What follows belongs to an exercise in optimizing a design on an open flow for small area, a short achievable clock period and few clock cycles; a production flow would make more cautious choices.
Function was checked by simulation only, so behaviour that the tests miss may differ from the original.
Power is estimated from default activity; no workload was simulated.

==> flow/design.v <==
`timescale 1ns / 1ps
`default_nettype none
package betc_pkg;
  localparam int ENTRIES_DEFAULT = 8;
  localparam int BLK_W    = 64;
  localparam int LEN_W    = 16;
  localparam int MODE_W   = 2;
  localparam int STATUS_W = 3;
  localparam logic [MODE_W-1:0] MODE_LOOKUP = 2'd0;
  localparam logic [MODE_W-1:0] MODE_FILL   = 2'd1;
  localparam logic [MODE_W-1:0] MODE_TRUNC  = 2'd2;
  localparam logic [STATUS_W-1:0] STATUS_MISS      = 3'd0;
  localparam logic [STATUS_W-1:0] STATUS_HIT       = 3'd1;
  localparam logic [STATUS_W-1:0] STATUS_FILLED    = 3'd2;
  localparam logic [STATUS_W-1:0] STATUS_REJECTED  = 3'd3;
  localparam logic [STATUS_W-1:0] STATUS_TRUNCATED = 3'd4;
endpackage
`default_nettype wire
`timescale 1ns / 1ps
`default_nettype none
module betc_ram #(
  parameter int WIDTH = 32,
  parameter int DEPTH = 8
) (
  input  wire logic                     clk,
  input  wire logic [DEPTH-1:0]         wr_sel,
  input  wire logic [WIDTH-1:0]         wr_data,
  output logic      [DEPTH*WIDTH-1:0]   rd_data
);
  logic [WIDTH-1:0] mem [DEPTH];
  always_ff @(posedge clk) begin
    for (int i = 0; i < DEPTH; i++) begin
      if (wr_sel[i]) begin
        mem[i] <= wr_data;
      end
    end
  end
  always_comb begin
    for (int i = 0; i < DEPTH; i++) begin
      rd_data[i*WIDTH +: WIDTH] = mem[i];
    end
  end
endmodule
`default_nettype wire
`timescale 1ns / 1ps
`default_nettype none
import betc_pkg::*;
module block_extent_translation_cache #(
  parameter int ENTRIES = ENTRIES_DEFAULT
) (
  input  wire logic                clk,
  input  wire logic                rst,
  input  wire logic                in_valid,
  output logic                     in_stall,
  input  wire logic [MODE_W-1:0]   mode,
  input  wire logic [BLK_W-1:0]    block_index,
  input  wire logic                create,
  input  wire logic [BLK_W-1:0]    extent_start,
  input  wire logic [BLK_W-1:0]    extent_phys,
  input  wire logic [LEN_W-1:0]    extent_count,
  input  wire logic [BLK_W-1:0]    eof_block,
  output logic                     out_valid,
  input  wire logic                out_stall,
  output logic      [STATUS_W-1:0] status,
  output logic      [BLK_W-1:0]    phys_block
);
  localparam int N     = ENTRIES;
  localparam int HI_W  = BLK_W - LEN_W;
  localparam int END_W = LEN_W + 1;
  localparam int ENT_W = 2 * BLK_W + END_W + 2;
  function automatic logic covers(input logic [BLK_W-1:0] b,
                                  input logic [HI_W-1:0]  bm1_hi,
                                  input logic             bnz,
                                  input logic [BLK_W-1:0] start,
                                  input logic [END_W-1:0] lend);
    logic lo_lt;
    logic hi_eq;
    logic hi_p1;
    lo_lt  = (b[LEN_W-1:0] < start[LEN_W-1:0]);
    hi_eq  = (b[BLK_W-1:LEN_W] == start[BLK_W-1:LEN_W]);
    hi_p1  = bnz && (bm1_hi == start[BLK_W-1:LEN_W]);
    covers = lo_lt ? (hi_p1 && ({1'b1, b[LEN_W-1:0]} < lend))
                   : (hi_eq && ({1'b0, b[LEN_W-1:0]} < lend));
  endfunction
  function automatic logic at_or_below(input logic [BLK_W-1:0] e,
                                       input logic [BLK_W-1:0] start);
    logic lo_le;
    logic hi_eq;
    logic hi_lt;
    lo_le = (e[LEN_W-1:0] <= start[LEN_W-1:0]);
    hi_eq = (e[BLK_W-1:LEN_W] == start[BLK_W-1:LEN_W]);
    hi_lt = (e[BLK_W-1:LEN_W] < start[BLK_W-1:LEN_W]);
    at_or_below = hi_lt || (hi_eq && lo_le);
  endfunction
  logic stall;
  logic              v1;
  logic [MODE_W-1:0] m1;
  logic              cr1;
  logic [BLK_W-1:0]  x1;
  logic [HI_W-1:0]   xm1_hi;
  logic              xnz;
  logic [BLK_W-1:0]  xs1;
  logic [BLK_W-1:0]  xp1;
  logic [END_W-1:0]  end1;
  logic              hole1;
  logic              zin1;
  logic              v2;
  logic [MODE_W-1:0] m2;
  logic              cr2;
  logic [BLK_W-1:0]  x2;
  logic              ok2;      
  logic [N-1:0]      cov2;
  logic [N-1:0]      clr2;
  logic [N-1:0]      zc2;      
  logic                v3;
  logic [STATUS_W-1:0] st3;
  logic                z3;     
  logic [BLK_W-1:0]    b3;
  logic [BLK_W-1:0]    nd3;
  logic                v4;
  logic [STATUS_W-1:0] st4;
  logic [BLK_W-1:0]    ph4;
  logic [N-1:0]       valid;
  logic [N-1:0]       mru;       
  logic [N-1:0]       victim;    
  logic [N-1:0]       wr_sel;
  logic [ENT_W-1:0]   wr_data;
  logic [N*ENT_W-1:0] tbl;
  logic [BLK_W-1:0]   e_ls  [N];
  logic [BLK_W-1:0]   e_nd  [N];
  logic [END_W-1:0]   e_end [N];
  logic [N-1:0]       e_hole;
  logic [N-1:0]       e_zin;
  logic [N-1:0]     c_cov;
  logic [N-1:0]     c_clr;
  logic [N-1:0]     c_zc;
  logic [BLK_W-1:0] c_nd;
  logic             c_ok;
  logic             c_write;
  logic [N-1:0]     cov;
  logic             hit_mru;
  logic [N-1:0]     others;
  logic [N-1:0]     first;
  logic [N-1:0]     hit_oh;
  logic             hit;
  logic [N-1:0]     sel_oh;
  logic [BLK_W-1:0] nd_sel;
  logic [N-1:0]     victim_adv;
  logic [N-1:0]     victim_next;
  logic [N-1:0]     mru_next;
  logic [N-1:0]     valid_next;
  betc_ram #(
    .WIDTH (ENT_W),
    .DEPTH (N)
  ) u_table (
    .clk     (clk),
    .wr_sel  (wr_sel),
    .wr_data (wr_data),
    .rd_data (tbl)
  );
  always_comb begin
    for (int i = 0; i < N; i++) begin
      {e_ls[i], e_nd[i], e_end[i], e_hole[i], e_zin[i]} = tbl[i*ENT_W +: ENT_W];
    end
  end
  assign stall    = v4 && out_stall;
  assign in_stall = stall;
  always_comb begin
    for (int i = 0; i < N; i++) begin
      c_cov[i] = covers(x1, xm1_hi, xnz, e_ls[i], e_end[i]);
      c_clr[i] = at_or_below(x1, e_ls[i]);
      c_zc[i]  = e_hole[i] || (e_zin[i] && (x1[LEN_W-1:0] == e_nd[i][LEN_W-1:0]));
    end
    c_nd    = xs1 - xp1;
    c_ok    = covers(x1, xm1_hi, xnz, xs1, end1);
    c_ok    = cr1 ? (!hole1 && c_ok) : (hole1 || c_ok);
    c_write = v1 && (m1 == MODE_FILL) && c_ok && !stall;
    wr_data = {xs1, c_nd, end1, hole1, zin1};
  end
  always_comb begin
    victim_adv = {victim[N-2:0], victim[N-1]};
    cov     = valid & cov2;
    hit_mru = |(cov & mru);
    others  = cov & ~mru;
    first   = others & (~others + 1'b1);
    hit_oh  = hit_mru ? mru : first;
    hit     = |cov;
    victim_next = victim;
    mru_next    = mru;
    valid_next  = valid;
    if (v2) begin
      case (m2)
        MODE_LOOKUP: begin
          if (hit) begin
            mru_next = hit_oh;
            if (!hit_mru && |(first & victim)) begin
              victim_next = victim_adv;
            end
            if (cr2 && |(hit_oh & zc2)) begin
              victim_next = hit_oh;
            end
          end
        end
        MODE_FILL: begin
          if (ok2) begin
            mru_next    = victim;
            victim_next = victim_adv;
          end
        end
        MODE_TRUNC: begin
          valid_next = valid & ~clr2;
        end
        default: ;
      endcase
    end
    wr_sel = c_write ? victim_next : '0;
    valid_next = valid_next | wr_sel;
    sel_oh = (m2 == MODE_FILL) ? victim : hit_oh;
    nd_sel = '0;
    for (int i = 0; i < N; i++) begin
      nd_sel = nd_sel | (e_nd[i] & {BLK_W{sel_oh[i]}});
    end
  end
  always_ff @(posedge clk) begin
    if (rst) begin
      v1     <= 1'b0;
      v2     <= 1'b0;
      v3     <= 1'b0;
      v4     <= 1'b0;
      valid  <= '0;
      mru    <= N'(1);
      victim <= N'(1);
    end else if (!stall) begin
      v1     <= in_valid;
      v2     <= v1;
      v3     <= v2;
      v4     <= v3;
      valid  <= valid_next;
      mru    <= mru_next;
      victim <= victim_next;
    end
  end
  always_ff @(posedge clk) begin
    if (!stall) begin
      m1  <= mode;
      cr1 <= create;
      x1  <= (mode == MODE_TRUNC) ? eof_block : block_index;
      xm1_hi <= block_index[BLK_W-1:LEN_W] - 1'b1;
      xnz    <= (block_index[BLK_W-1:LEN_W] != '0);
      xs1 <= extent_start;
      xp1 <= extent_phys;
      end1  <= {1'b0, extent_start[LEN_W-1:0]} + {1'b0, extent_count};
      hole1 <= (extent_phys == '0);
      zin1  <= (extent_phys[BLK_W-1:LEN_W] == '1) && (extent_phys[LEN_W-1:0] != '0)
               && ((END_W'(1) << LEN_W) - {1'b0, extent_phys[LEN_W-1:0]}
                   < {1'b0, extent_count});
      m2   <= m1;
      cr2  <= cr1;
      x2   <= x1;
      ok2  <= c_ok;
      cov2 <= c_cov;
      clr2 <= c_clr;
      zc2  <= c_zc;
      case (m2)
        MODE_LOOKUP: begin
          st3 <= hit ? STATUS_HIT : STATUS_MISS;
          z3  <= !hit || |(hit_oh & e_hole);
        end
        MODE_FILL: begin
          st3 <= ok2 ? STATUS_FILLED : STATUS_REJECTED;
          z3  <= !ok2 || |(victim & e_hole);
        end
        MODE_TRUNC: begin
          st3 <= STATUS_TRUNCATED;
          z3  <= 1'b1;
        end
        default: begin
          st3 <= STATUS_MISS;
          z3  <= 1'b1;
        end
      endcase
      b3  <= x2;
      nd3 <= nd_sel;
      st4 <= st3;
      ph4 <= z3 ? '0 : (b3 - nd3);
    end
  end
  assign out_valid  = v4;
  assign status     = st4;
  assign phys_block = ph4;
endmodule
`default_nettype wire
Settings: LEC_CHECK=0, CAP_MARGIN=20, CORE_MARGIN=2, CORE_UTILIZATION=40, SETUP_SLACK_MARGIN=4.5, SLEW_MARGIN=20; clock period 9.0 ns.
run.sh (not shown) runs the stock make flow with config.mk's settings and CLKGATE_MAP_FILE= SYNTH_SCRIPT=/design/flow/synth_recipe.tcl, a recipe that flattens the netlist after the stock synthesis.
Testbench counts at the start, summed over its fixed seeds: cycles 20,032.
Then changed:
--- a/flow/design.v
+++ b/flow/design.v
@@ -119,8 +119,13 @@
   logic [BLK_W-1:0]    nd3;
   logic                v4;
   logic [STATUS_W-1:0] st4;
   logic [BLK_W-1:0]    ph4;
+  logic                vs;
+  logic [STATUS_W-1:0] sts;
+  logic [BLK_W-1:0]    phs;
+  logic [BLK_W-1:0]    res_ph;
+  logic                r4_free;
   logic [N-1:0]       valid;
   logic [N-1:0]       mru;       
   logic [N-1:0]       victim;    
   logic [N-1:0]       wr_sel;
@@ -162,10 +167,11 @@
     for (int i = 0; i < N; i++) begin
       {e_ls[i], e_nd[i], e_end[i], e_hole[i], e_zin[i]} = tbl[i*ENT_W +: ENT_W];
     end
   end
-  assign stall    = v4 && out_stall;
-  assign in_stall = stall;
+  assign stall    = vs;
+  assign in_stall = vs;
+  assign r4_free  = !v4 || !out_stall;
   always_comb begin
     for (int i = 0; i < N; i++) begin
       c_cov[i] = covers(x1, xm1_hi, xnz, e_ls[i], e_end[i]);
       c_clr[i] = at_or_below(x1, e_ls[i]);
@@ -225,17 +231,15 @@
     if (rst) begin
       v1     <= 1'b0;
       v2     <= 1'b0;
       v3     <= 1'b0;
-      v4     <= 1'b0;
       valid  <= '0;
       mru    <= N'(1);
       victim <= N'(1);
     end else if (!stall) begin
       v1     <= in_valid;
       v2     <= v1;
       v3     <= v2;
-      v4     <= v3;
       valid  <= valid_next;
       mru    <= mru_next;
       victim <= victim_next;
     end
@@ -280,10 +284,30 @@
         end
       endcase
       b3  <= x2;
       nd3 <= nd_sel;
-      st4 <= st3;
-      ph4 <= z3 ? '0 : (b3 - nd3);
+    end
+  end
+  assign res_ph = z3 ? '0 : (b3 - nd3);
+  always_ff @(posedge clk) begin
+    if (rst) begin
+      v4 <= 1'b0;
+      vs <= 1'b0;
+    end else if (r4_free) begin
+      v4 <= vs || v3;
+      vs <= 1'b0;
+    end else if (!vs && v3) begin
+      vs <= 1'b1;
+    end
+  end
+  always_ff @(posedge clk) begin
+    if (r4_free) begin
+      st4 <= vs ? sts : st3;
+      ph4 <= vs ? phs : res_ph;
+    end
+    if (!vs) begin
+      sts <= st3;
+      phs <= res_ph;
     end
   end
   assign out_valid  = v4;
   assign status     = st4;
Synthesized area is higher by 2.0%.
Worst setup slack improved by 76 ps.
Non-clock buffer count increases by 19.
Cell area is higher by about 2.2%.
Routed wire length drops by about 2%.
Total power decreases by 0.33%.
Via count barely changes.
Clock skew stays flat.
Global-route usage decreases by 1.4 points.
Sequential power came out higher by about 2.3%.
Sequential share of layout area grows by 0.18 points.
First-iteration DRC count drops by about 5%.
Fmax went up by about 1.7%.
Hold slack is better by 9.3 ps.
Testbench counts after the change, summed over its fixed seeds: cycles 20,032.

static timing again, ports no longer ideal:
In the flow no input, the clock included, has a driving cell. The finished layouts below were timed again as built, in two steps.
Step 1 assumes that a clkbuf_16 drives the clock port and a buf_2 every other input.
Step 2 adds t to the input delays and takes it off the output delays; t is the mean of the earliest and latest rising clock arrival at the registers after step 1. Input paths then give back, and output paths get back, about the clock's delay inside the block.
Slacks: ideal / step 1 / step 2; pairs: ideal / step 1.
| run | t (ns) | setup WS [ns] | worst setup path after step 2 | worst register clock-pin slew, ns |
|---|---|---|---|---|
| the first run | 0.958 | 4.400 / 4.400 / 3.779 | input to register | 0.07 / 0.07 |
| the second run | 0.942 | 4.476 / 4.476 / 3.817 | input to register | 0.07 / 0.07 |
After both steps setup and hold are still met in every run listed. For the second run, which loses most, drivers alone change the setup slack by 0.000 ns; drivers and shift together by -0.659 ns.
